Background: an optimization exercise with open tools, aiming at small area. Do not read the settings as production practice. Function was checked by simulation only, so behaviour that the tests miss may differ from the original. Power is estimated from default activity; no workload was simulated.

File: design.v
package movie_record_pkg;
    localparam int rec_w       = 46;
    localparam int id_w        = 6;    
    localparam int id_msb      = 45;
    localparam int id_lsb      = 40;
    localparam int name_msb    = 39;
    localparam int name_lsb    = 35;
    localparam int price_w     = 10;
    localparam int price_msb   = 34;
    localparam int price_lsb   = 25;
    localparam int session_msb = 24;
    localparam int session_lsb = 10;
    localparam int day_w       = 3;
    localparam int day_msb     = 22;   
    localparam int day_lsb     = 20;
    localparam int rest_w      = 5;
    localparam int rest_msb    = 9;    
    localparam int rest_lsb    = 5;
    localparam int seat_msb    = 4;
    localparam int seat_lsb    = 1;
    localparam int valid_bit   = 0;
    localparam int movie_depth = 8;
    localparam int idx_w       = 3;
    localparam int cnt_w       = 4;    
    localparam int off_w       = 5;    
    localparam int off_scale   = 32;
endpackage
package box_office_pkg;
    localparam int btn_w = 3;
    localparam int op_w  = 2;
    localparam int st_w  = 3;
    localparam logic [btn_w-1:0] btn_next    = 3'b000;
    localparam logic [btn_w-1:0] btn_release = 3'b001;
    localparam logic [btn_w-1:0] btn_confirm = 3'b010;
    localparam logic [btn_w-1:0] btn_back    = 3'b011;
    localparam logic [btn_w-1:0] btn_cancel  = 3'b100;
    localparam logic [btn_w-1:0] btn_none    = 3'b111;  
    localparam logic [op_w-1:0] op_idle       = 2'd0;
    localparam logic [op_w-1:0] op_read_index = 2'd1;
    localparam logic [op_w-1:0] op_write_id   = 2'd2;
    localparam logic [st_w-1:0] st_browse    = 3'd0;
    localparam logic [st_w-1:0] st_sold_out  = 3'd1;
    localparam logic [st_w-1:0] st_review    = 3'd2;
    localparam logic [st_w-1:0] st_vip_ask   = 3'd3;
    localparam logic [st_w-1:0] st_pin       = 3'd4;
    localparam logic [st_w-1:0] st_pin_error = 3'd5;
    localparam logic [st_w-1:0] st_issue     = 3'd6;
    localparam logic [st_w-1:0] st_receipt   = 3'd7;
endpackage
`timescale 1ns/1ns
module box_office_top (
    input  logic        clk,
    input  logic        rst_n,
    input  logic        load_i,
    input  logic [45:0] load_data_i,
    input  logic [2:0]  press_i,
    input  logic [7:0]  switch_i,
    input  logic        pin_valid_i,
    input  logic [19:0] pin_i,
    input  logic        vip_member_i,
    input  logic [2:0]  vip_day_i,
    input  logic [19:0] vip_pin_i,
    input  logic [4:0]  vip_off_i,
    output logic [2:0]  state_o,
    output logic [45:0] movie_data_o,
    output logic        vip_ok_o,
    output logic [9:0]  price_o,
    output logic [5:0]  ticket_id_o,
    output logic        ticket_valid_o
);
    logic [45:0] table_q [8];    
    logic [3:0]  count_q;        
    logic        rd_done_q;      
    logic        wr_done_q;      
    logic        loaded_q;       
    logic [2:0]  index_q;
    logic        pend_q;
    logic        redo_q;
    logic        rec_valid_q;
    logic        req_q;          
    logic [2:0]  rec_ptr_q;      
    logic        rec_vld_q;      
    logic        rec_old_q;      
    logic [45:0] snap_q;         
    logic        issue_q;        
    logic        from_pin_q;     
    logic        fetch_q;
    logic done, accept, load_ok, wr_acc;
    assign done    = rd_done_q | wr_done_q;
    assign accept  = (req_q | pend_q) & ~done;
    assign wr_acc  = accept & req_q;            
    assign load_ok = load_i & ~count_q[3];
    logic [45:0] wd;
    logic [45:0] wdata;
    assign wdata = {snap_q[45:10], snap_q[9:5] - 5'd1, snap_q[4:0]};
    assign wd = load_ok ? load_data_i : wdata;
    logic [7:0] we, hit;
    always_comb begin
        for (int i = 0; i < 8; i++) begin
            hit[i] = (table_q[i][45:40] == snap_q[45:40]);
            we[i]  = load_ok ? (count_q[2:0] == 3'(i)) : (wr_acc && hit[i]);
        end
    end
    always_ff @(posedge clk) begin
        for (int i = 0; i < 8; i++) begin
            if (we[i]) table_q[i][39:0] <= wd[39:0];
            if (load_ok && count_q[2:0] == 3'(i)) table_q[i][45:40] <= load_data_i[45:40];
        end
    end
    logic step_next, step_back, refetch, take;
    assign step_next = (press_i == 3'd0) && ({1'b0, index_q} + 4'd1 < count_q);
    assign step_back = (press_i == 3'd3) && (index_q != 3'd0);
    assign refetch   = (count_q != 4'd0) && (step_next || step_back || fetch_q || loaded_q);
    assign take      = rd_done_q && !redo_q && !refetch;
    logic [2:0] rd_day;
    assign rd_day = table_q[index_q][22:20];
    always_ff @(posedge clk or negedge rst_n) begin
        if (!rst_n) begin
            count_q     <= '0;
            rd_done_q   <= 1'b0;
            wr_done_q   <= 1'b0;
            loaded_q    <= 1'b0;
            index_q     <= '0;
            pend_q      <= 1'b0;
            redo_q      <= 1'b0;
            rec_valid_q <= 1'b0;
            vip_ok_o    <= 1'b0;
        end else begin
            rd_done_q <= accept & ~req_q;
            wr_done_q <= wr_acc;
            loaded_q  <= load_ok;
            if (load_ok) count_q <= count_q + 4'd1;
            if (step_next) index_q <= index_q + 3'd1;
            else if (step_back) index_q <= index_q - 3'd1;
            if (refetch) begin
                pend_q      <= 1'b1;
                redo_q      <= pend_q && !rd_done_q;
                rec_valid_q <= 1'b0;
                vip_ok_o    <= 1'b0;
            end else if (rd_done_q) begin
                redo_q <= 1'b0;
                if (take) begin
                    pend_q      <= 1'b0;
                    rec_valid_q <= 1'b1;
                    vip_ok_o    <= vip_member_i && (rd_day == vip_day_i);
                end
            end
        end
    end
    logic [7:0] osel;
    logic       keep_old;
    always_comb begin
        for (int i = 0; i < 8; i++) osel[i] = rec_vld_q && !rec_old_q && (rec_ptr_q == 3'(i));
        movie_data_o = snap_q & {46{rec_old_q}};
        for (int i = 0; i < 8; i++) movie_data_o = movie_data_o | (table_q[i] & {46{osel[i]}});
    end
    assign keep_old = wr_acc && !load_ok && |(osel & hit);
    always_ff @(posedge clk or negedge rst_n) begin
        if (!rst_n) begin
            rec_vld_q <= 1'b0;
            rec_old_q <= 1'b0;
        end else if (take) begin
            rec_vld_q <= 1'b1;
            rec_old_q <= 1'b0;
        end else if (keep_old) begin
            rec_old_q <= 1'b1;
        end
    end
    always_ff @(posedge clk) begin
        if (take) rec_ptr_q <= index_q;
    end
    logic [9:0]  list_price;
    logic [14:0] vip_product;
    assign list_price  = movie_data_o[34:25];
    assign vip_product = list_price * vip_off_i;
    assign ticket_valid_o = wr_done_q;
    always_ff @(posedge clk or negedge rst_n) begin
        if (!rst_n) begin
            req_q       <= 1'b0;
            ticket_id_o <= 6'd1;
            price_o     <= '0;
        end else begin
            if (issue_q) req_q <= 1'b1;
            else if (wr_done_q) req_q <= 1'b0;
            if (wr_done_q) ticket_id_o <= (ticket_id_o == 6'd63) ? 6'd1 : ticket_id_o + 6'd1;
            if (issue_q) price_o <= from_pin_q ? vip_product[14:5] : list_price;
        end
    end
    always_ff @(posedge clk) begin
        if (issue_q || keep_old) snap_q <= movie_data_o;
    end
    logic [2:0] state_d;
    always_comb begin
        state_d = state_o;
        case (state_o)
            3'd0: if (press_i == 3'd2 && rec_valid_q) state_d = (movie_data_o[9:5] == 5'd0) ? 3'd1 : 3'd2;
            3'd1: if (press_i == 3'd2 || press_i == 3'd1) state_d = 3'd0;
            3'd2: begin
                if (press_i == 3'd2) state_d = vip_ok_o ? 3'd3 : 3'd6;
                else if (press_i == 3'd1 || press_i == 3'd4) state_d = 3'd0;
            end
            3'd3: if (press_i == 3'd2) begin
                if (switch_i == 8'h01) state_d = 3'd6;
                else if (switch_i == 8'h02) state_d = 3'd4;
            end
            3'd4: if (pin_valid_i) state_d = (pin_i == vip_pin_i) ? 3'd6 : 3'd5;
            3'd5: begin
                if (press_i == 3'd2) state_d = 3'd4;
                else if (press_i == 3'd1) state_d = 3'd3;
            end
            3'd6: if (wr_done_q) state_d = 3'd7;
            default: if (press_i != 3'd7) state_d = 3'd0;
        endcase
    end
    always_ff @(posedge clk or negedge rst_n) begin
        if (!rst_n) begin
            state_o    <= 3'd0;
            fetch_q    <= 1'b0;
            issue_q    <= 1'b0;
            from_pin_q <= 1'b0;
        end else begin
            state_o    <= state_d;
            fetch_q    <= (state_o == 3'd7) && (state_d == 3'd0);
            issue_q    <= (state_d == 3'd6) && (state_o != 3'd6);
            from_pin_q <= (state_o == 3'd4);
        end
    end
endmodule
File: flow/run.sh
#!/bin/bash
# Own layout flow: the standard ORFS flow (standard.sh) with these changes:
#  - synthesis maps the logic with an area-oriented ABC script (flow/area.abc)
#    and leaves adders to ABC (ADDER_MAP_FILE empty); the registers and
#    everything before technology mapping are the standard synthesis's
#  - ports are buffered with sky130_fd_sc_hd__buf_1
#  - CTS clusters sinks more coarsely and inserts no dummy loads
# Tool output goes to flow_make.log here and to ORFS's logs under orfs/logs.
set -euo pipefail
W=$(pwd)

export BUFFER_PORTS_ARGS="-buffer_cell sky130_fd_sc_hd__buf_1"
export CTS_ARGS="-sink_clustering_enable -repair_clock_nets -dont_use_dummy_load -sink_clustering_size 16 -sink_clustering_max_diameter 150 -buf_list sky130_fd_sc_hd__clkbuf_8"

# ORFS synthesis with only the ABC script swapped
grep -q 'log_cmd abc {\*}$abc_args' "$FLOW_HOME/scripts/synth.tcl"
sed 's|log_cmd abc {\*}$abc_args|log_cmd abc {*}[lreplace $abc_args 0 1 -script '"$W"'/flow/area.abc]|' \
    "$FLOW_HOME/scripts/synth.tcl" > "$W/own_synth_body.tcl"
grep -q 'source $::env(SCRIPTS_DIR)/synth.tcl' synth_recipe.tcl
sed 's|source $::env(SCRIPTS_DIR)/synth.tcl|source '"$W"'/own_synth_body.tcl|' synth_recipe.tcl > "$W/own_synth.tcl"
grep -q 'SYNTH_SCRIPT=' standard.sh
sed -e 's|SYNTH_SCRIPT=[^ ]*|SYNTH_SCRIPT='"$W"'/own_synth.tcl ADDER_MAP_FILE=|' standard.sh > "$W/own_standard.sh"

bash "$W/own_standard.sh" > "$W/flow_make.log" 2>&1
File: flow/area.abc
strash
dc2
dch -f
amap
strash
dch -f
amap
strash
dch -f
amap
topo
File: standard.sh
#!/bin/bash
# synth_recipe.tcl (not shown) runs the flow's synth.tcl, then flattens the netlist and writes it again
# the make line also repeats each setting of config.mk as NAME=value (left out here)
make -C /OpenROAD-flow-scripts/flow DESIGN_CONFIG=/design/flow/config.mk WORK_HOME=/design/flow/orfs CLKGATE_MAP_FILE= SYNTH_SCRIPT=/design/flow/synth_recipe.tcl "${@:-finish}"
File: config.mk
export PLATFORM = sky130hd
export DESIGN_NAME = box_office_top
export DESIGN_NICKNAME = box_office_top
export VERILOG_FILES = /design/flow/design.v
export SDC_FILE = /design/flow/constraint.sdc
export NUM_CORES = 4
export LEC_CHECK = 0
export CAP_MARGIN = 20
export CORE_MARGIN = 2
export CORE_UTILIZATION = 40
export SETUP_SLACK_MARGIN = -0.3
export SLEW_MARGIN = 20
File: constraint.sdc
create_clock -name core_clock -period 6.0 [get_ports {clk}]
set_input_delay 1.2000 -clock core_clock [delete_from_list [all_inputs] [get_ports {clk}]]
set_output_delay 1.2000 -clock core_clock [all_outputs]
set_load 0.01 [all_outputs]
==> results of run 1 <==
cells in the mapped netlist (4+ instances only):
| cell type | instances |
|---|---|
| nand3_1 | 49 |
| o221ai_1 | 11 |
| a211oi_1 | 4 |
| a21oi_1 | 53 |
| nor3_1 | 28 |
| or2_0 | 5 |
| nor4_1 | 5 |
| a31oi_1 | 4 |
| a221oi_1 | 11 |
| a21o_1 | 4 |
| o2111ai_1 | 6 |
| o21a_1 | 24 |
| o21ai_0 | 58 |
| dfrtp_1 | 38 |
| nand2_1 | 83 |
| clkinv_1 | 81 |
| nor2_1 | 141 |
| a2111oi_0 | 5 |
| a22oi_1 | 17 |
| o22ai_1 | 25 |
| a22o_1 | 39 |
| and2_0 | 8 |
| edfxtp_1 | 417 |
| a222oi_1 | 141 |
| nor2b_1 | 6 |
final timing paths:
check | slack, ps | end
setup reg to reg | 390 | price_o[8]
hold / removal | 430 | rd_done_q
hold reg to reg | 430 | rd_done_q
max in group asynchronous | 4950 | rec_old_q
min in group asynchronous | 640 | ticket_id_o[3]
setup / recovery | 390 | price_o[8]
logic make-up (layout without fill, tap and decap cells):
family	count (synthesis)	in the layout
flip-flops	456	456
AND/OR/NAND/NOR	340	340
AO/OA/AOI/OAI	422	422
buffers and inverters	81	341
where the power goes:
| group | internal, mW | total (mW) | leakage (nW) | switching (mW) |
|---|---|---|---|---|
| clock | 0.513 | 1.45 | 0.244 | 0.938 |
| sequential | 3.63 | 3.72 | 4.22 | 0.0962 |
| combinational | 0.899 | 2.60 | 2.21 | 1.70 |
| total | 5.04 | 7.77 | 6.67 | 2.73 |
layout make-up:
type	instances	share of cell area (%)
Tap cell	607	3.60
Inverter	81	1.44
Sequential cell	456	64.0
Multi-Input combinational cell	762	23.8
Timing Repair Buffer	226	4.93
Clock buffer	34	2.22
state kept, by name (all words and copies together), names as in the netlist:
register,cells
rd_done_q,1
ticket_id_o,6
wr_done_q,1
state_o,3
rec_ptr_q,3
from_pin_q,1
rec_vld_q,1
count_q,4
issue_q,1
rec_valid_q,1
price_o,10
pend_q,1
redo_q,1
vip_ok_o,1
table_q,368
loaded_q,1
fetch_q,1
rec_old_q,1
snap_q,46
index_q,3
req_q,1
timing repair:
item / 4_1_cts / 5_1_grt
setup buffers: 0 / 12
setup endpoints to repair: 0 / 3
gates resized for setup: 0 / 3
through the flow:
| step | instances | total power, mW | utilization [%] | TNS, ps |
|---|---|---|---|---|
| after detailed placement | 2121 | 6.35 | 44.4 | 0 |
| final | 2166 | 7.77 | 45.6 | 0 |
| after floorplan | 1299 | 5.44 | - | -367 |
| after global placement | 2121 | 6.34 | 44.4 | 0 |
| after CTS | 2155 | 7.79 | 45.4 | 0 |
| after global routing | 2166 | 8.24 | 45.6 | -570 |
critical path: cells and delay by family, from the launching register on:
kind	cells	cell delay [ps]
compound gates	13	2100
buf+inv	5	870
flops	1	410
simple gates	18	2150
metal layers:
layer,GRT usage (%),up-vias,part of all wire [%]
met4,5.32,2,1.9
met1,30.3,6600,42
li1,-,5965,-
met2,34.5,726,47
met5,0,-,0.025
met3,3.41,74,9.3
==> results.sh, run 1 <==
export IMPL_whs_path_depth=1
export IMPL_vias_per_cell=6.17
export IMPL_insertedDiodeCount=0
export IMPL_yosysTopAreaCell="edfxtp_1"
export IMPL_ios=177
export IMPL_drc_errors=0
export IMPL_crit_type="flip-flop to flip-flop"
export IMPL_status="no timing/DRC/antenna violations"
export IMPL_initial_utilization_pct=40.3
export IMPL_fin_skew_ps=60.6
export IMPL_synthDistinctLibCells=45
export IMPL_synthToLayoutAreaGrowth_pct=13.3
export IMPL_core_area_sq_um=46300
export IMPL_slew_headroom_pct=23.4
export IMPL_overflow=0
export IMPL_dpl_cell_area_sq_um=20500
export IMPL_antenna_found_initial=1
export IMPL_grt_pass1_wl_mm=77.3
export IMPL_synth_compound_area_share_pct=17.9
export IMPL_dieHeight_microns=220
export IMPL_routed_wl_mm=52.5
export IMPL_peakVddDrop_mv=0.248
export IMPL_min_period_ps=5610
export IMPL_ys_seq_area_share_pct=72.5
export IMPL_worst_slew_pin_slew_ps=1150
export IMPL_cp_start_kind="flip-flop"
export IMPL_cts_htree_levels=2
export IMPL_vias=13400
export IMPL_cts_root_buf="clkbuf_8"
export IMPL_layout_common_cells="edfxtp_1, buf_1, a222oi_1"
export IMPL_stdcell_area_sq_um=21100
export IMPL_dp_hpwl_mm=32.0
export IMPL_cts_max_path_buffers=3
export IMPL_dp_slack_ps=150
export IMPL_powerDensity_nw_per_um2=368
export IMPL_drive_gt1_share_pct=6.99
export IMPL_synth_area_per_cell_sq_um=14.3
export IMPL_clock_latency_ps=610
export IMPL_drt_initial_drc_count=2012
export IMPL_synth_area_leaders="edfxtp_1, a222oi_1, dfrtp_1"
export IMPL_nets=1671
export IMPL_firstDrtPassIters=6
export IMPL_postRouteAntennaNets=0
export IMPL_critical_path_arrival_ps=6120
export IMPL_clkTransAtPathRegs_ps=110
export IMPL_rows=79
export IMPL_cpMostUsedCell="nor2_1"
export IMPL_fp_dieArea_sq_um=48300
export IMPL_crit_slowest_cell="edfxtp_1"
export IMPL_grt_max_degree=46
export IMPL_mappedNetlistArea_sq_um=18600
export IMPL_gp_congestion=0.871
export IMPL_reg2reg_depth=36
export IMPL_synth_top_area_share_pct=67.2
export IMPL_reg2reg_from="rec_ptr_q[2]"
export IMPL_critPathMaxFanout=12
export IMPL_synth_edff_count=417
export IMPL_finalSetupViolCount=0
export IMPL_min_path_type="flip-flop to flip-flop"
export IMPL_slew_violations=0
export IMPL_n_fill_cell=4169
export IMPL_synth_ff_type="edfxtp_1"
export IMPL_cp_end_kind="flip-flop"
export IMPL_worstHoldStart="req_q"
export IMPL_mostFrequentLayoutCell="edfxtp_1"
export IMPL_whs_ps=432
export IMPL_synthMuxAreaShare_pct=0
export IMPL_hold_violations=0
export IMPL_synth_simple_gate_area_share_pct=7.97
export IMPL_grt_pass1_vias=12500
export IMPL_die_width_microns=220
export IMPL_clock_sinks=456
export IMPL_synthCells=1299
export IMPL_cts_buffers=34
export IMPL_ys_warn_count=2
export IMPL_cts_hold_buf=0
export IMPL_fmax_mhz=178
export IMPL_worstPathRequired_ps=6500
export IMPL_track_usage_pct=21.4
export IMPL_max_cap_violations=0
export IMPL_wl_per_cell_microns=24.3
export IMPL_critPathMaxStageDelay_ps=410
export IMPL_startpoint="rec_ptr_q[2]"
export IMPL_numPortBuffers=176
export IMPL_p_leak_nw=6.67
export IMPL_synth_nets=1409
export IMPL_synth_fa_ha_area_share_pct=0
export IMPL_fin_crit_sh_pct=93.6
export IMPL_register_area_sq_um=13500
export IMPL_multi_input_area_sq_um=5020
export IMPL_final_setup_worst_slack_ps=385
export IMPL_async_reset_ff_share_pct=8.55
export IMPL_cts_tree="done"
export IMPL_synth_top_family_by_area="compound AO/OA/AOI/OAI gates"
export IMPL_ys_ff_latch=456
export IMPL_synth_xor_area_share_pct=0
==> run 2, diff against run 1 <==
--- a/flow/run.sh
+++ b/flow/run.sh
@@ -11,5 +11,5 @@
 
 export BUFFER_PORTS_ARGS="-buffer_cell sky130_fd_sc_hd__buf_1"
-export CTS_ARGS="-sink_clustering_enable -repair_clock_nets -dont_use_dummy_load -sink_clustering_size 16 -sink_clustering_max_diameter 150 -buf_list sky130_fd_sc_hd__clkbuf_8"
+export CTS_ARGS="-sink_clustering_enable -repair_clock_nets -dont_use_dummy_load -sink_clustering_size 16 -sink_clustering_max_diameter 150 -buf_list {sky130_fd_sc_hd__clkbuf_4 sky130_fd_sc_hd__clkbuf_8}"
 
 # ORFS synthesis with only the ABC script swapped
--- a/config.mk
+++ b/config.mk
@@ -9,4 +9,3 @@
 export CORE_MARGIN = 2
 export CORE_UTILIZATION = 40
-export SETUP_SLACK_MARGIN = -0.3
 export SLEW_MARGIN = 20
==> run 2 against run 1 <==
  * Still clean
  * Final area hardly changed
  * Register-to-register slack better by 190 ps
  * Core utilization about the same
  * First-iteration DRC count fell by 3.2%
  * Sequential cell count is the same
  * Power increased by 0.72%
  * Clock power barely moved
  * Global-route usage is 0.052 points higher
  * Combinational power rose by 2%
  * Worst setup slack gained 190 ps
  * Area after synthesis unchanged
  * Sequential power about the same
  * Critical path type unchanged
  * Largest cell class unchanged
  * Largest power group unchanged
==> results.sh, run 2 <==
export IMPL_min_path_type="flip-flop to flip-flop"
export IMPL_synth_area_leaders="edfxtp_1, a222oi_1, dfrtp_1"
export IMPL_internal_power_mw=5.05
export IMPL_dp_hpwl_mm=31.6
export IMPL_synth_commonest_cells="edfxtp_1, a222oi_1, nor2_1"
export IMPL_antenna_found_initial=2
export IMPL_fin_skew_ps=78.6
export IMPL_firstDrtPassIters=9
export IMPL_cts_root_buf="clkbuf_8"
export IMPL_r2r_setup_slack_ps=580
export IMPL_finalSetupViolCount=0
export IMPL_clock_sinks=456
export IMPL_drive_gt1_share_pct=7.46
export IMPL_clock_latency_ps=620
export IMPL_fp_dieArea_sq_um=48300
export IMPL_async_reset_ff_share_pct=8.55
export IMPL_synth_edff_count=417
export IMPL_drt_initial_drc_count=1947
export IMPL_initial_utilization_pct=40.3
export IMPL_cp_start_kind="flip-flop"
export IMPL_cp_end_kind="flip-flop"
export IMPL_hold_violations=0
export IMPL_cts_max_path_buffers=3
export IMPL_crit_slowest_cell="dfrtp_4"
export IMPL_ys_warn_count=2
export IMPL_ys_seq_area_share_pct=72.5
export IMPL_wl_met1_mm=22.7
export IMPL_status="no timing/DRC/antenna violations"
export IMPL_synthDistinctLibCells=45
export IMPL_power_frac_comb_pct=33.8
export IMPL_whs_path_depth=1
export IMPL_synth_area_per_cell_sq_um=14.3
export IMPL_min_period_ps=5420
export IMPL_core_area_sq_um=46300
export IMPL_postRouteAntennaNets=0
export IMPL_p_clk_share_pct=18.6
export IMPL_synthToLayoutAreaGrowth_pct=13.4
export IMPL_max_cap_violations=0
export IMPL_ios=177
export IMPL_mappedNetlistArea_sq_um=18600
export IMPL_reg2reg_from="rec_old_q"
export IMPL_wl_met2_mm=24.0
export IMPL_powerDensity_nw_per_um2=371
export IMPL_n_fill_cell=4165
export IMPL_worstHoldStart="req_q"
export IMPL_synth_ff_type="edfxtp_1"
export IMPL_fmax_mhz=184
export IMPL_vias=13200
export IMPL_cpMostUsedCell="nor2_1"
export IMPL_slew_violations=0
export IMPL_dieHeight_microns=220
export IMPL_clkTransAtPathRegs_ps=100
export IMPL_largest_register_ffs=368
export IMPL_peakVddDrop_mv=0.243
export IMPL_numPortBuffers=176
export IMPL_crit_type="flip-flop to flip-flop"
export IMPL_critical_path_arrival_ps=5900
export IMPL_largest_register="table_q"
export IMPL_routed_wl_mm=52.6
export IMPL_critPathMaxFanout=25
export IMPL_vias_per_cell=6.12
export IMPL_worst_slew_pin_slew_ps=1000
export IMPL_drc_errors=0
export IMPL_layout_common_cells="edfxtp_1, buf_1, a222oi_1"
export IMPL_reg_top3="table_q (368), snap_q (46), price_o (10)"
export IMPL_ys_ff_latch=456
export IMPL_slew_headroom_pct=32.4
export IMPL_cts_buffers=34
export IMPL_track_usage_pct=21.4
export IMPL_r2r_end="price_o[8]"
export IMPL_wl_met3_mm=4.57
export IMPL_die_width_microns=220
export IMPL_switching_share_pct=35.5
export IMPL_cts_htree_levels=2
export IMPL_synthMostInstantiatedCell="edfxtp_1"
export IMPL_rsz0062_at_grt="false"
export IMPL_gp_congestion=0.900
export IMPL_synthCells=1299
export IMPL_p_sw_mw=2.78
export IMPL_nets=1668
export IMPL_utilization_pct=45.6
export IMPL_cts_tree="done"
export IMPL_reg2reg_depth=29
export IMPL_p_leak_nw=6.67
export IMPL_wl_per_cell_microns=24.3
export IMPL_grt_pass1_vias=12500
export IMPL_rows=79
export IMPL_yosysTopAreaCell="edfxtp_1"
export IMPL_dr_max_layer_used="met5"
export IMPL_grt_max_degree=48
export IMPL_seqPwrFrac_pct=47.6
export IMPL_synth_nets=1409
export IMPL_overflow=0
export IMPL_fin_crit_sh_pct=90.4
export IMPL_hold_end="rd_done_q"
export IMPL_fin_total_pwr_mw=7.83
export IMPL_worstPathRequired_ps=6480
export IMPL_grt_pass1_wl_mm=77.8
export IMPL_mostFrequentLayoutCell="edfxtp_1"
export IMPL_insertedDiodeCount=0
export IMPL_synth_top_area_share_pct=67.2
export IMPL_critPathMaxStageDelay_ps=500
## run 2: cell counts after synthesis
Identical to the previous run, type by type.
## run 2: per-stage QoR
stage / setup TNS (ps) / cell area [sq um] / instances / worst slack (ps) / hold slack [ps]
3_5_place_dp: 0 / 20600 / 2122 / 277 / 436
3_3_place_gp: 0 / 20600 / 2122 / 477 / 434
2_1_floorplan: -2.12 / 18800 / 1299 / -2.12 / 410
6_report: 0 / 21100 / 2163 / 578 / 441
4_1_cts: 0 / 21100 / 2156 / 262 / 440
5_1_grt: 0 / 21100 / 2163 / 5.48 / 466
## run 2: area by class of cell
type / instances / area [sq um] / area share, %
inverters: 81 / 313 / 1.48
repair buffers: 223 / 1030 / 4.88
well taps: 607 / 759 / 3.60
flip-flops and latches: 456 / 13500 / 63.9
clock buffers: 34 / 468 / 2.22
multi-input cells: 762 / 5040 / 23.9
## run 2: repair_timing
item / in CTS / in global routing
setup endpoints to repair: 0 / 4
setup buffers: 0 / 7
hold buffers: 0 / 0
gates resized for setup: 0 / 6
endpoints found under the hold margin: 0 / 0
## run 2: logic make-up after synthesis
kind of cell,count (synthesis),share of synthesized area (%)
and+or+nand+nor,340,7.97
DFF,456,72.5
AOI/OAI and AO/OA,422,17.9
buffers and inverters,81,1.63
## run 2: routing by layer
metal / vias up / global-route usage [%]
met4: 4 / 6.31
li1: 5960 / -
met3: 84 / 3.42
met1: 6523 / 30.4
met5: - / 0
met2: 674 / 34.1
## run 2: worst max-delay path by stage
stage	start	endpoint	slack [ps]
floorplan	rec_old_q	price_o[8]	-2
global placement	rec_old_q	price_o[8]	480
detailed placement	rec_old_q	price_o[8]	280
CTS	rec_old_q	price_o[8]	260
global route	rec_old_q	price_o[8]	5
finish	rec_old_q	price_o[8]	580
## run 2: power by group through the flow
stage               Clock (mW)  Combinational [mW]  Sequential [mW]
floorplan                    0                1.67             3.81
global placement             0                2.58             3.80
detailed placement           0                2.60             3.79
CTS                       1.50                2.62             3.72
global route              1.61                2.93             3.74
finish                    1.46                2.65             3.73
## run 2: critical path: cells and delay by family (launching register included)
| family | cells | cell delay (ps) |
|---|---|---|
| DFF | 1 | 500 |
| and+or+nand+nor | 11 | 1440 |
| AOI/OAI and AO/OA | 13 | 2310 |
| buffers and inverters | 5 | 1080 |
==> run 3, diff against run 2 <==
--- a/design.v
+++ b/design.v
@@ -79,8 +79,5 @@
     logic        rec_valid_q;
     logic        req_q;          
-    logic [2:0]  rec_ptr_q;      
-    logic        rec_vld_q;      
-    logic        rec_old_q;      
-    logic [45:0] snap_q;         
+    logic [45:0] wdata_q;        
     logic        issue_q;        
     logic        from_pin_q;     
@@ -92,18 +89,15 @@
     assign load_ok = load_i & ~count_q[3];
     logic [45:0] wd;
-    logic [45:0] wdata;
-    assign wdata = {snap_q[45:10], snap_q[9:5] - 5'd1, snap_q[4:0]};
-    assign wd = load_ok ? load_data_i : wdata;
-    logic [7:0] we, hit;
+    assign wd = load_ok ? load_data_i : wdata_q;
+    logic [7:0] we;
     always_comb begin
         for (int i = 0; i < 8; i++) begin
-            hit[i] = (table_q[i][45:40] == snap_q[45:40]);
-            we[i]  = load_ok ? (count_q[2:0] == 3'(i)) : (wr_acc && hit[i]);
+            we[i] = load_ok ? (count_q[2:0] == 3'(i))
+                            : (wr_acc && (4'(i) < count_q) && (table_q[i][45:40] == wdata_q[45:40]));
         end
     end
     always_ff @(posedge clk) begin
         for (int i = 0; i < 8; i++) begin
-            if (we[i]) table_q[i][39:0] <= wd[39:0];
-            if (load_ok && count_q[2:0] == 3'(i)) table_q[i][45:40] <= load_data_i[45:40];
+            if (we[i]) table_q[i] <= wd;
         end
     end
@@ -113,6 +107,6 @@
     assign refetch   = (count_q != 4'd0) && (step_next || step_back || fetch_q || loaded_q);
     assign take      = rd_done_q && !redo_q && !refetch;
-    logic [2:0] rd_day;
-    assign rd_day = table_q[index_q][22:20];
+    logic [45:0] rd;
+    assign rd = table_q[index_q];
     always_ff @(posedge clk or negedge rst_n) begin
         if (!rst_n) begin
@@ -143,35 +137,123 @@
                     pend_q      <= 1'b0;
                     rec_valid_q <= 1'b1;
-                    vip_ok_o    <= vip_member_i && (rd_day == vip_day_i);
+                    vip_ok_o    <= vip_member_i && (rd[22:20] == vip_day_i);
                 end
             end
         end
     end
-    logic [7:0] osel;
-    logic       keep_old;
-    always_comb begin
-        for (int i = 0; i < 8; i++) osel[i] = rec_vld_q && !rec_old_q && (rec_ptr_q == 3'(i));
-        movie_data_o = snap_q & {46{rec_old_q}};
-        for (int i = 0; i < 8; i++) movie_data_o = movie_data_o | (table_q[i] & {46{osel[i]}});
-    end
-    assign keep_old = wr_acc && !load_ok && |(osel & hit);
     always_ff @(posedge clk or negedge rst_n) begin
-        if (!rst_n) begin
-            rec_vld_q <= 1'b0;
-            rec_old_q <= 1'b0;
-        end else if (take) begin
-            rec_vld_q <= 1'b1;
-            rec_old_q <= 1'b0;
-        end else if (keep_old) begin
-            rec_old_q <= 1'b1;
-        end
-    end
-    always_ff @(posedge clk) begin
-        if (take) rec_ptr_q <= index_q;
+        if (!rst_n) movie_data_o <= '0;
+        else if (take) movie_data_o <= rd;
     end
     logic [9:0]  list_price;
     logic [14:0] vip_product;
     assign list_price  = movie_data_o[34:25];
-    assign vip_product = list_price * vip_off_i;
+    wire pp_0_0 = list_price[0] & vip_off_i[0];
+    wire pp_0_1 = list_price[0] & vip_off_i[1];
+    wire pp_0_2 = list_price[0] & vip_off_i[2];
+    wire pp_0_3 = list_price[0] & vip_off_i[3];
+    wire pp_0_4 = list_price[0] & vip_off_i[4];
+    wire pp_1_0 = list_price[1] & vip_off_i[0];
+    wire pp_1_1 = list_price[1] & vip_off_i[1];
+    wire pp_1_2 = list_price[1] & vip_off_i[2];
+    wire pp_1_3 = list_price[1] & vip_off_i[3];
+    wire pp_1_4 = list_price[1] & vip_off_i[4];
+    wire pp_2_0 = list_price[2] & vip_off_i[0];
+    wire pp_2_1 = list_price[2] & vip_off_i[1];
+    wire pp_2_2 = list_price[2] & vip_off_i[2];
+    wire pp_2_3 = list_price[2] & vip_off_i[3];
+    wire pp_2_4 = list_price[2] & vip_off_i[4];
+    wire pp_3_0 = list_price[3] & vip_off_i[0];
+    wire pp_3_1 = list_price[3] & vip_off_i[1];
+    wire pp_3_2 = list_price[3] & vip_off_i[2];
+    wire pp_3_3 = list_price[3] & vip_off_i[3];
+    wire pp_3_4 = list_price[3] & vip_off_i[4];
+    wire pp_4_0 = list_price[4] & vip_off_i[0];
+    wire pp_4_1 = list_price[4] & vip_off_i[1];
+    wire pp_4_2 = list_price[4] & vip_off_i[2];
+    wire pp_4_3 = list_price[4] & vip_off_i[3];
+    wire pp_4_4 = list_price[4] & vip_off_i[4];
+    wire pp_5_0 = list_price[5] & vip_off_i[0];
+    wire pp_5_1 = list_price[5] & vip_off_i[1];
+    wire pp_5_2 = list_price[5] & vip_off_i[2];
+    wire pp_5_3 = list_price[5] & vip_off_i[3];
+    wire pp_5_4 = list_price[5] & vip_off_i[4];
+    wire pp_6_0 = list_price[6] & vip_off_i[0];
+    wire pp_6_1 = list_price[6] & vip_off_i[1];
+    wire pp_6_2 = list_price[6] & vip_off_i[2];
+    wire pp_6_3 = list_price[6] & vip_off_i[3];
+    wire pp_6_4 = list_price[6] & vip_off_i[4];
+    wire pp_7_0 = list_price[7] & vip_off_i[0];
+    wire pp_7_1 = list_price[7] & vip_off_i[1];
+    wire pp_7_2 = list_price[7] & vip_off_i[2];
+    wire pp_7_3 = list_price[7] & vip_off_i[3];
+    wire pp_7_4 = list_price[7] & vip_off_i[4];
+    wire pp_8_0 = list_price[8] & vip_off_i[0];
+    wire pp_8_1 = list_price[8] & vip_off_i[1];
+    wire pp_8_2 = list_price[8] & vip_off_i[2];
+    wire pp_8_3 = list_price[8] & vip_off_i[3];
+    wire pp_8_4 = list_price[8] & vip_off_i[4];
+    wire pp_9_0 = list_price[9] & vip_off_i[0];
+    wire pp_9_1 = list_price[9] & vip_off_i[1];
+    wire pp_9_2 = list_price[9] & vip_off_i[2];
+    wire pp_9_3 = list_price[9] & vip_off_i[3];
+    wire pp_9_4 = list_price[9] & vip_off_i[4];
+    wire hs0 = pp_0_4 ^ pp_1_3;
+    wire hc0 = pp_0_4 & pp_1_3;
+    wire fs1 = pp_1_4 ^ pp_2_3 ^ pp_3_2;
+    wire fc1 = (pp_1_4 & pp_2_3) | (pp_3_2 & (pp_1_4 ^ pp_2_3));
+    wire fs2 = pp_2_4 ^ pp_3_3 ^ pp_4_2;
+    wire fc2 = (pp_2_4 & pp_3_3) | (pp_4_2 & (pp_2_4 ^ pp_3_3));
+    wire fs3 = pp_3_4 ^ pp_4_3 ^ pp_5_2;
+    wire fc3 = (pp_3_4 & pp_4_3) | (pp_5_2 & (pp_3_4 ^ pp_4_3));
+    wire fs4 = pp_4_4 ^ pp_5_3 ^ pp_6_2;
+    wire fc4 = (pp_4_4 & pp_5_3) | (pp_6_2 & (pp_4_4 ^ pp_5_3));
+    wire fs5 = pp_5_4 ^ pp_6_3 ^ pp_7_2;
+    wire fc5 = (pp_5_4 & pp_6_3) | (pp_7_2 & (pp_5_4 ^ pp_6_3));
+    wire hs6 = pp_6_4 ^ pp_7_3;
+    wire hc6 = pp_6_4 & pp_7_3;
+    wire hs7 = pp_0_3 ^ pp_1_2;
+    wire hc7 = pp_0_3 & pp_1_2;
+    wire fs8 = hs0 ^ pp_2_2 ^ pp_3_1;
+    wire fc8 = (hs0 & pp_2_2) | (pp_3_1 & (hs0 ^ pp_2_2));
+    wire fs9 = hc0 ^ fs1 ^ pp_4_1;
+    wire fc9 = (hc0 & fs1) | (pp_4_1 & (hc0 ^ fs1));
+    wire fs10 = fc1 ^ fs2 ^ pp_5_1;
+    wire fc10 = (fc1 & fs2) | (pp_5_1 & (fc1 ^ fs2));
+    wire fs11 = fc2 ^ fs3 ^ pp_6_1;
+    wire fc11 = (fc2 & fs3) | (pp_6_1 & (fc2 ^ fs3));
+    wire fs12 = fc3 ^ fs4 ^ pp_7_1;
+    wire fc12 = (fc3 & fs4) | (pp_7_1 & (fc3 ^ fs4));
+    wire fs13 = fc4 ^ fs5 ^ pp_8_1;
+    wire fc13 = (fc4 & fs5) | (pp_8_1 & (fc4 ^ fs5));
+    wire fs14 = fc5 ^ hs6 ^ pp_8_2;
+    wire fc14 = (fc5 & hs6) | (pp_8_2 & (fc5 ^ hs6));
+    wire fs15 = hc6 ^ pp_7_4 ^ pp_8_3;
+    wire fc15 = (hc6 & pp_7_4) | (pp_8_3 & (hc6 ^ pp_7_4));
+    wire hs16 = pp_0_2 ^ pp_1_1;
+    wire hc16 = pp_0_2 & pp_1_1;
+    wire fs17 = hs7 ^ pp_2_1 ^ pp_3_0;
+    wire fc17 = (hs7 & pp_2_1) | (pp_3_0 & (hs7 ^ pp_2_1));
+    wire fs18 = hc7 ^ fs8 ^ pp_4_0;
+    wire fc18 = (hc7 & fs8) | (pp_4_0 & (hc7 ^ fs8));
+    wire fs19 = fc8 ^ fs9 ^ pp_5_0;
+    wire fc19 = (fc8 & fs9) | (pp_5_0 & (fc8 ^ fs9));
+    wire fs20 = fc9 ^ fs10 ^ pp_6_0;
+    wire fc20 = (fc9 & fs10) | (pp_6_0 & (fc9 ^ fs10));
+    wire fs21 = fc10 ^ fs11 ^ pp_7_0;
+    wire fc21 = (fc10 & fs11) | (pp_7_0 & (fc10 ^ fs11));
+    wire fs22 = fc11 ^ fs12 ^ pp_8_0;
+    wire fc22 = (fc11 & fs12) | (pp_8_0 & (fc11 ^ fs12));
+    wire fs23 = fc12 ^ fs13 ^ pp_9_0;
+    wire fc23 = (fc12 & fs13) | (pp_9_0 & (fc12 ^ fs13));
+    wire fs24 = fc13 ^ fs14 ^ pp_9_1;
+    wire fc24 = (fc13 & fs14) | (pp_9_1 & (fc13 ^ fs14));
+    wire fs25 = fc14 ^ fs15 ^ pp_9_2;
+    wire fc25 = (fc14 & fs15) | (pp_9_2 & (fc14 ^ fs15));
+    wire fs26 = fc15 ^ pp_8_4 ^ pp_9_3;
+    wire fc26 = (fc15 & pp_8_4) | (pp_9_3 & (fc15 ^ pp_8_4));
+    wire [14:0] prow0 = {1'b0, fc26, fc25, fc24, fc23, fc22, fc21, fc20, fc19, fc18, fc17, hc16, hs16, pp_0_1, pp_0_0};
+    wire [14:0] prow1 = {1'b0, pp_9_4, fs26, fs25, fs24, fs23, fs22, fs21, fs20, fs19, fs18, fs17, pp_2_0, pp_1_0, 1'b0};
+    assign vip_product = prow0 + prow1;
     assign ticket_valid_o = wr_done_q;
     always_ff @(posedge clk or negedge rst_n) begin
@@ -188,5 +270,5 @@
     end
     always_ff @(posedge clk) begin
-        if (issue_q || keep_old) snap_q <= movie_data_o;
+        wdata_q <= {movie_data_o[45:10], movie_data_o[9:5] - 5'd1, movie_data_o[4:0]};
     end
     logic [2:0] state_d;
==> flow/run.sh (replaced) <==
#!/bin/bash
# Own layout flow: the standard ORFS flow with three changes
#  - synthesis maps the logic with an area-oriented ABC script (flow/area.abc);
#    everything else in synthesis, registers included, is the standard script
#  - ports are buffered with sky130_fd_sc_hd__buf_1
#  - CTS clusters sinks more coarsely and inserts no dummy loads
set -euo pipefail
W=$(pwd)

export BUFFER_PORTS_ARGS="-buffer_cell sky130_fd_sc_hd__buf_1"
export CTS_ARGS="-sink_clustering_enable -repair_clock_nets -dont_use_dummy_load -sink_clustering_size 16 -sink_clustering_max_diameter 80 -buf_list sky130_fd_sc_hd__clkbuf_8"

# ORFS synthesis with only the ABC script swapped
grep -q 'log_cmd abc {\*}$abc_args' "$FLOW_HOME/scripts/synth.tcl"
sed 's|log_cmd abc {\*}$abc_args|log_cmd abc {*}[lreplace $abc_args 0 1 -script '"$W"'/flow/area.abc]|' \
    "$FLOW_HOME/scripts/synth.tcl" > "$W/own_synth_body.tcl"
grep -q 'source $::env(SCRIPTS_DIR)/synth.tcl' synth_recipe.tcl
sed 's|source $::env(SCRIPTS_DIR)/synth.tcl|source '"$W"'/own_synth_body.tcl|' synth_recipe.tcl > "$W/own_synth.tcl"
grep -q 'SYNTH_SCRIPT=' standard.sh
sed 's|SYNTH_SCRIPT=[^ ]*|SYNTH_SCRIPT='"$W"'/own_synth.tcl|' standard.sh > "$W/own_standard.sh"

bash "$W/own_standard.sh" > "$W/flow_make.log" 2>&1
==> flow/area.abc (replaced) <==
strash
dc2
dch -f
amap
topo
==> run 3 against run 2 <==
  * Final cell count rose by 7.4%
  * Sequential power rose by 28%
  * Worst setup slack improved by 33 ps
  * Final area rose by 5.2%
  * Global-route usage fell by 0.87 points
  * Clock-buffer cell count rose by 3
  * Via count fell by 0.25%
  * Power rose by 31%
  * Die area rose by 6.6%
  * Sequential share of layout area fell by 0.69 points
  * Synthesized cell count rose by 9.2%
==> results.sh, run 3 <==
export IMPL_status="no timing/DRC/antenna violations"
export IMPL_gp_congestion=0.940
export IMPL_vias=13200
export IMPL_whs_path_depth=0
export IMPL_overflow=0
export IMPL_critPathMaxFanout=3
export IMPL_worstHoldStart="movie_data_o[44]"
export IMPL_reg2reg_from="movie_data_o[27]"
export IMPL_drc_errors=0
export IMPL_synth_area_leaders="edfxtp_1, dfrtp_1, dfxtp_1"
export IMPL_grt_pass1_vias=12800
export IMPL_synth_ff_type="edfxtp_1"
export IMPL_busiest_layer="met2"
export IMPL_worst_slew_pin_slew_ps=1130
export IMPL_hold_violations=0
export IMPL_synth_edff_count=368
export IMPL_r2r_setup_slack_ps=860
export IMPL_cts_tree="done"
export IMPL_die_width_microns=227
export IMPL_r2r_end="price_o[9]"
export IMPL_synth_commonest_cells="edfxtp_1, clkinv_1, nor2_1"
export IMPL_grt_pass1_wl_mm=78.9
export IMPL_synth_nets=1586
export IMPL_crit_type="primary input to flip-flop"
export IMPL_wl_per_cell_microns=22.9
export IMPL_slew_violations=0
export IMPL_mappedNetlistArea_sq_um=19900
export IMPL_critical_path_arrival_ps=5800
export IMPL_slew_headroom_pct=24.4
export IMPL_tns_ps=0
export IMPL_reg2reg_depth=19
export IMPL_min_period_ps=5390
export IMPL_cts_hold_buf=0
export IMPL_core_area_sq_um=49000
export IMPL_max_cap_violations=0
export IMPL_final_setup_worst_slack_ps=611
export IMPL_post_cts_buffers=0
export IMPL_gr_usage_met1_pct=29.2
export IMPL_grt_max_degree=57
export IMPL_dp_hpwl_mm=31.4
export IMPL_mostFrequentLayoutCell="edfxtp_1"
export IMPL_postRouteAntennaNets=0
export IMPL_cts_buffers=37
export IMPL_cp_start_kind="primary input"
export IMPL_met2_usage_pct=32.7
export IMPL_fin_total_pwr_mw=10.3
export IMPL_rows=81
export IMPL_async_reset_ff_share_pct=16.7
export IMPL_powerDensity_nw_per_um2=462
export IMPL_fin_skew_ps=56.3
export IMPL_fmax_mhz=186
export IMPL_synthDistinctLibCells=49
export IMPL_synthToLayoutAreaGrowth_pct=11.8
export IMPL_ys_ff_latch=497
export IMPL_clock_latency_ps=600
export IMPL_numPortBuffers=176
export IMPL_track_usage_pct=20.5
export IMPL_peakVddDrop_mv=0.271
export IMPL_cts_root_buf="clkbuf_8"
export IMPL_initial_utilization_pct=40.6
export IMPL_layout_common_cells="edfxtp_1, buf_1, clkinv_1"
export IMPL_ctsResizeCount=0
export IMPL_nets=1829
export IMPL_largest_register_ffs=368
export IMPL_fin_crit_sh_pct=89.8
export IMPL_largest_register="table_q"
export IMPL_synthMostInstantiatedCell="edfxtp_1"
export IMPL_cts_htree_levels=2
export IMPL_firstDrtPassIters=6
export IMPL_ys_warn_count=2
export IMPL_reg_top3="table_q (368), movie_data_o (46), wdata_q (46)"
export IMPL_rsz0062_at_grt="false"
export IMPL_fp_dieArea_sq_um=51500
export IMPL_cp_end_kind="flip-flop"
export IMPL_clock_sinks=497
export IMPL_insertedDiodeCount=0
export IMPL_worstPathRequired_ps=6410
export IMPL_grt_use_met3_pct=3.30
export IMPL_yosysTopAreaCell="edfxtp_1"
export IMPL_synth_top_area_share_pct=55.6
export IMPL_routed_wl_mm=53.3
export IMPL_p_leak_nw=7.43
export IMPL_cts_max_path_buffers=3
export IMPL_antenna_found_initial=0
export IMPL_drive_gt1_share_pct=4.82
export IMPL_hold_end="wdata_q[44]"
export IMPL_vias_per_cell=5.69
export IMPL_synth_area_per_cell_sq_um=14.0
export IMPL_dieHeight_microns=227
export IMPL_finalSetupViolCount=0
export IMPL_drt_initial_drc_count=1498
export IMPL_ios=177
export IMPL_clkTransAtPathRegs_ps=100
export IMPL_synthCells=1419
export IMPL_dp_slack_ps=87.6
export IMPL_min_path_type="flip-flop to flip-flop"
export IMPL_ys_seq_area_share_pct=70.7
-- run 3: cell types whose count changed after synthesis, sizes merged, moves of 25 or more --
cell | before | now
a222oi | 141 | 46
clkinv | 81 | 147
edfxtp | 417 | 368
dfxtp | 0 | 46
dfrtp | 38 | 82
ha | 0 | 34
nand2 | 83 | 111
nand3 | 49 | 24
-- run 3: final cells by class --
type	count	area, sq um
Fill cell	4403	26700
Timing Repair Buffer	204	875
Multi-Input combinational cell	775	5400
Clock buffer	37	509
Sequential cell	497	14000
Inverter	147	552
Tap cell	664	831
-- run 3: how the worst max path moves through the flow --
| stage | startpoint | end | slack, ps | cells past startpoint |
|---|---|---|---|---|
| finish | vip_off_i[4] | price_o[9] | 610 | 20 |
| floorplan | load_i | table_q[4][0] | 410 | 7 |
| global route | vip_off_i[3] | price_o[9] | 250 | 20 |
| detailed placement | vip_off_i[4] | price_o[9] | 90 | 20 |
| global placement | vip_off_i[3] | price_o[9] | 100 | 20 |
| CTS | vip_off_i[4] | price_o[9] | 660 | 20 |
-- run 3: cell families after synthesis --
kind of cell	after synthesis	synth area share (%)
adder cells (fa/ha/maj)	57	4.46
buffers and inverters	147	2.78
AND/OR/NAND/NOR	297	6.33
XOR/XNOR	3	0.132
AO/OA/AOI/OAI	418	15.6
flip-flops	497	70.7
-- run 3: critical path, cell delays in order --
cell      delay, ps
buf_1           150
clkinv_1        160
nor2_1          180
fa_1            440
fa_1            530
clkinv_1         80
fa_1            520
clkinv_1         70
ha_1            320
a21o_1          190
a21o_1          200
a21o_1          210
a21o_1          210
a21o_1          210
a21o_1          210
a21o_1          210
a21oi_1         250
clkinv_1        110
a211oi_1        250
o32ai_1         100
-- run 3: where the power goes --
group / leakage [nW] / internal (mW) / switching, mW
Clock: 0.266 / 0.557 / 1.01
Combinational: 2.48 / 1.32 / 2.59
Sequential: 4.68 / 4.45 / 0.328
Total: 7.43 / 6.32 / 3.93
-- run 3: metal layers --
| metal | vias up | wire, microns |
|---|---|---|
| met1 | 6634 | 23000 |
| met5 | - | 0 |
| li1 | 5990 | - |
| met4 | 0 | 1230 |
| met2 | 511 | 25100 |
| met3 | 77 | 3980 |
-- run 3: metrics by stage --
stage / util [%] / hold slack (ps) / instance area, sq um / cells
2_1_floorplan: - / 413 / 19900 / 1419
3_3_place_gp: 44.3 / 376 / 21700 / 2287
3_5_place_dp: 44.3 / 378 / 21700 / 2287
4_1_cts: 45.4 / 401 / 22200 / 2324
5_1_grt: 45.4 / 416 / 22200 / 2324
6_report: 45.4 / 402 / 22200 / 2324
==> run 4, diff against run 3 <==
--- a/design.v
+++ b/design.v
@@ -142,7 +142,14 @@
         end
     end
+    logic [7:0]  rsel;
+    logic [45:0] rec_d;
+    always_comb begin
+        for (int i = 0; i < 8; i++) rsel[i] = take && (index_q == 3'(i));
+        rec_d = movie_data_o & {46{!take}};
+        for (int i = 0; i < 8; i++) rec_d = rec_d | (table_q[i] & {46{rsel[i]}});
+    end
     always_ff @(posedge clk or negedge rst_n) begin
         if (!rst_n) movie_data_o <= '0;
-        else if (take) movie_data_o <= rd;
+        else movie_data_o <= rec_d;
     end
     logic [9:0]  list_price;
==> run 4 against run 3 <==
  * Still clean
  * Combinational power decreased by 29%
  * Non-clock buffer count down 2
  * Die area is 2.0% lower
  * Largest cell class unchanged
  * Highest routed layer unchanged
==> results.sh, run 4 <==
export IMPL_status="no timing/DRC/antenna violations"
export IMPL_peakVddDrop_mv=0.289
export IMPL_min_period_ps=5400
export IMPL_async_reset_ff_share_pct=16.7
export IMPL_crit_type="primary input to flip-flop"
export IMPL_crit_family="adder cells"
export IMPL_cts_root_buf="clkbuf_8"
export IMPL_fp_dieArea_sq_um=50500
export IMPL_fin_skew_ps=61.8
export IMPL_powerDensity_nw_per_um2=419
export IMPL_vias_per_cell=6.00
export IMPL_cp_cell_sequence="buf_1 -> clkinv_1 -> nor2_1 -> fa_1 -> fa_1 -> clkinv_1 -> fa_1 -> clkinv_1 -> ha_1 -> a21o_1 -> a21o_1 -> a21o_1 -> a21o_1 -> nand2_1 -> nand2b_1 -> a21o_1 -> a21oi_1 -> clkinv_1 -> a21oi_1 -> clkinv_1 -> a211oi_1 -> o32ai_1"
export IMPL_max_cap_violations=0
export IMPL_cts_max_path_buffers=3
export IMPL_overflow=0
export IMPL_cts_hold_buf=0
export IMPL_whs_ps=363
export IMPL_clkTransAtPathRegs_ps=100
export IMPL_worst_slew_pin_slew_ps=1030
export IMPL_synth_compound_area_share_pct=14.8
export IMPL_nets=1706
export IMPL_grt_max_degree=61
export IMPL_synth_nets=1464
export IMPL_ctsResizeCount=0
export IMPL_mostFrequentLayoutCell="edfxtp_1"
export IMPL_grt_pass1_vias=12800
export IMPL_reg_top3="table_q (368), movie_data_o (46), wdata_q (46)"
export IMPL_dp_hpwl_mm=30.8
export IMPL_path_depth=22
export IMPL_mappedNetlistArea_sq_um=19500
export IMPL_track_usage_pct=20.7
export IMPL_drive_gt1_share_pct=5.20
export IMPL_worstHoldStart="movie_data_o[21]"
export IMPL_cp_num_buf_inv=6
export IMPL_drc_errors=0
export IMPL_critPathMaxStageDelay_ps=540
export IMPL_dp_slack_ps=57.8
export IMPL_fin_total_pwr_mw=9.15
export IMPL_synthDistinctLibCells=48
export IMPL_synthMuxAreaShare_pct=0
export IMPL_crit_slowest_cell="fa_1"
export IMPL_cts_tree="done"
export IMPL_dieHeight_microns=225
export IMPL_initial_utilization_pct=40.6
export IMPL_min_path_type="flip-flop to flip-flop"
export IMPL_synthCells=1297
export IMPL_die_width_microns=225
export IMPL_gp_congestion=0.871
export IMPL_grt_pass1_wl_mm=78.9
export IMPL_synth_fa_ha_area_share_pct=4.55
export IMPL_clock_sinks=497
export IMPL_drt_initial_drc_count=1859
export IMPL_largest_register_ffs=368
export IMPL_yosysTopAreaCell="edfxtp_1"
export IMPL_synth_ff_type="edfxtp_1"
export IMPL_synthToLayoutAreaGrowth_pct=12.0
export IMPL_cts_buffers=38
export IMPL_synth_edff_count=368
export IMPL_antenna_found_initial=0
export IMPL_clock_latency_ps=600
export IMPL_final_setup_worst_slack_ps=603
export IMPL_hold_violations=0
export IMPL_startpoint="vip_off_i[4]"
export IMPL_cp_start_kind="primary input"
export IMPL_synth_area_leaders="edfxtp_1, dfrtp_1, a222oi_1"
export IMPL_core_area_sq_um=47900
export IMPL_fin_crit_sh_pct=89.9
export IMPL_critPathMaxFanout=5
export IMPL_slew_violations=0
export IMPL_worstPathRequired_ps=6390
export IMPL_p_leak_nw=7.36
export IMPL_post_cts_buffers=0
export IMPL_cts_htree_levels=2
export IMPL_n_fill_cell=4250
export IMPL_layout_common_cells="edfxtp_1, buf_1, clkinv_1"
export IMPL_insertedDiodeCount=0
export IMPL_routed_wl_mm=52.8
export IMPL_synth_simple_gate_area_share_pct=5.76
export IMPL_largest_register="table_q"
export IMPL_synth_top_area_share_pct=56.7
export IMPL_wl_per_cell_microns=24.5
export IMPL_synth_top_family_by_area="compound AO/OA/AOI/OAI gates"
export IMPL_synthMostInstantiatedCell="edfxtp_1"
export IMPL_critical_path_arrival_ps=5790
export IMPL_slew_headroom_pct=31.3
export IMPL_ys_seq_area_share_pct=72.1
export IMPL_rsz0062_at_grt="false"
export IMPL_synth_commonest_cells="edfxtp_1, clkinv_1, a222oi_1"
export IMPL_whs_path_depth=0
export IMPL_cp_end_kind="flip-flop"
export IMPL_fmax_mhz=185
export IMPL_ys_warn_count=2
export IMPL_firstDrtPassIters=6
export IMPL_ios=177
export IMPL_vias=12900
export IMPL_rows=80
export IMPL_reg2reg_depth=21
export IMPL_ys_ff_latch=497
export IMPL_numPortBuffers=176
export IMPL_tns_ps=0
export IMPL_finalSetupViolCount=0
export IMPL_synth_xor_area_share_pct=0.0450
export IMPL_utilization_pct=45.5
export IMPL_synth_area_per_cell_sq_um=15.0
export IMPL_reg2reg_from="movie_data_o[28]"
export IMPL_postRouteAntennaNets=0
==> run 4: metrics by stage <==
step,area [sq um],instances
2_1_floorplan,19500,1297
5_1_grt,21800,2152
3_5_place_dp,21300,2114
4_1_cts,21800,2152
3_3_place_gp,21300,2114
6_report,21800,2152
==> run 4: cell families after synthesis <==
| kind of cell | Yosys count |
|---|---|
| AOI/OAI and AO/OA | 349 |
| xor gates and xnor gates | 1 |
| adders and majority gates | 57 |
| buffers and inverters | 140 |
| DFF | 497 |
| and+or+nand+nor | 253 |
==> run 4: path summary, 6_finish.rpt <==
path / slack [ps] / endpoint
max: 600 / price_o[9]
max in group asynchronous: 4070 / price_o[0]
min reg2reg: 360 / wdata_q[21]
min: 360 / wdata_q[21]
max reg2reg: 810 / price_o[9]
min in group asynchronous: 570 / movie_data_o[44]
==> run 4: power breakdown <==
group | leakage [nW] | switching, mW | internal, mW
Combinational | 2.36 | 1.76 | 1.00
Clock | 0.273 | 1.02 | 0.572
Sequential | 4.73 | 0.352 | 4.44
Total | 7.36 | 3.13 | 6.02
==> run 4: metal layers <==
layer / vias to the layer above / share of wire (%) / track usage (%)
met5: - / 0 / 0
met4: 0 / 2.0 / 5.66
met3: 63 / 8.2 / 2.90
met2: 627 / 47 / 33.9
met1: 6534 / 43 / 29.1
li1: 5695 / - / -
==> run 4: area by class of cell <==
type | count | area [sq um] | share of cell area, %
sequential | 497 | 14000 | 64.4
tap | 615 | 769 | 3.53
inverter | 140 | 526 | 2.41
clock buffer | 38 | 523 | 2.40
multi-input combinational | 660 | 5020 | 23.0
timing repair buffer | 202 | 922 | 4.23

-- what the ideal ports hide --
Ports are ideal in the flow. The routed layouts listed here were re-timed in OpenROAD.
Step 1 assumes that a clkbuf_16 drives the clock port and a buf_2 every other input.
Step 2, shift: input delay + t, output delay - t, t = (earliest + latest rising clock arrival at the registers) / 2. This alone moves slack from input paths to output paths.
a / b / c = no drivers / after step 1 / after step 2; a / b = the first two.
| run | t, ns | setup WS [ns] | latest minus earliest clock arrival (ns) | slew at the worst register clock pin (ns) |
|---|---|---|---|---|
| run 1 | 0.631 | 0.385 / 0.385 / 0.218 | 0.061 / 0.061 | 0.11 / 0.11 |
| run 2 | 0.629 | 0.578 / 0.578 / 0.444 | 0.079 / 0.078 | 0.12 / 0.12 |
| run 3 | 0.625 | 0.611 / 0.620 / -0.006 | 0.057 / 0.057 | 0.12 / 0.12 |
| run 4 | 0.622 | 0.603 / 0.621 / -0.001 | 0.065 / 0.066 | 0.10 / 0.10 |
Met with ideal ports but missed after step 2: setup timing in run 3 and run 4. For run 3, which loses most, drivers alone change the setup slack by +0.009 ns; drivers and shift together by -0.617 ns.
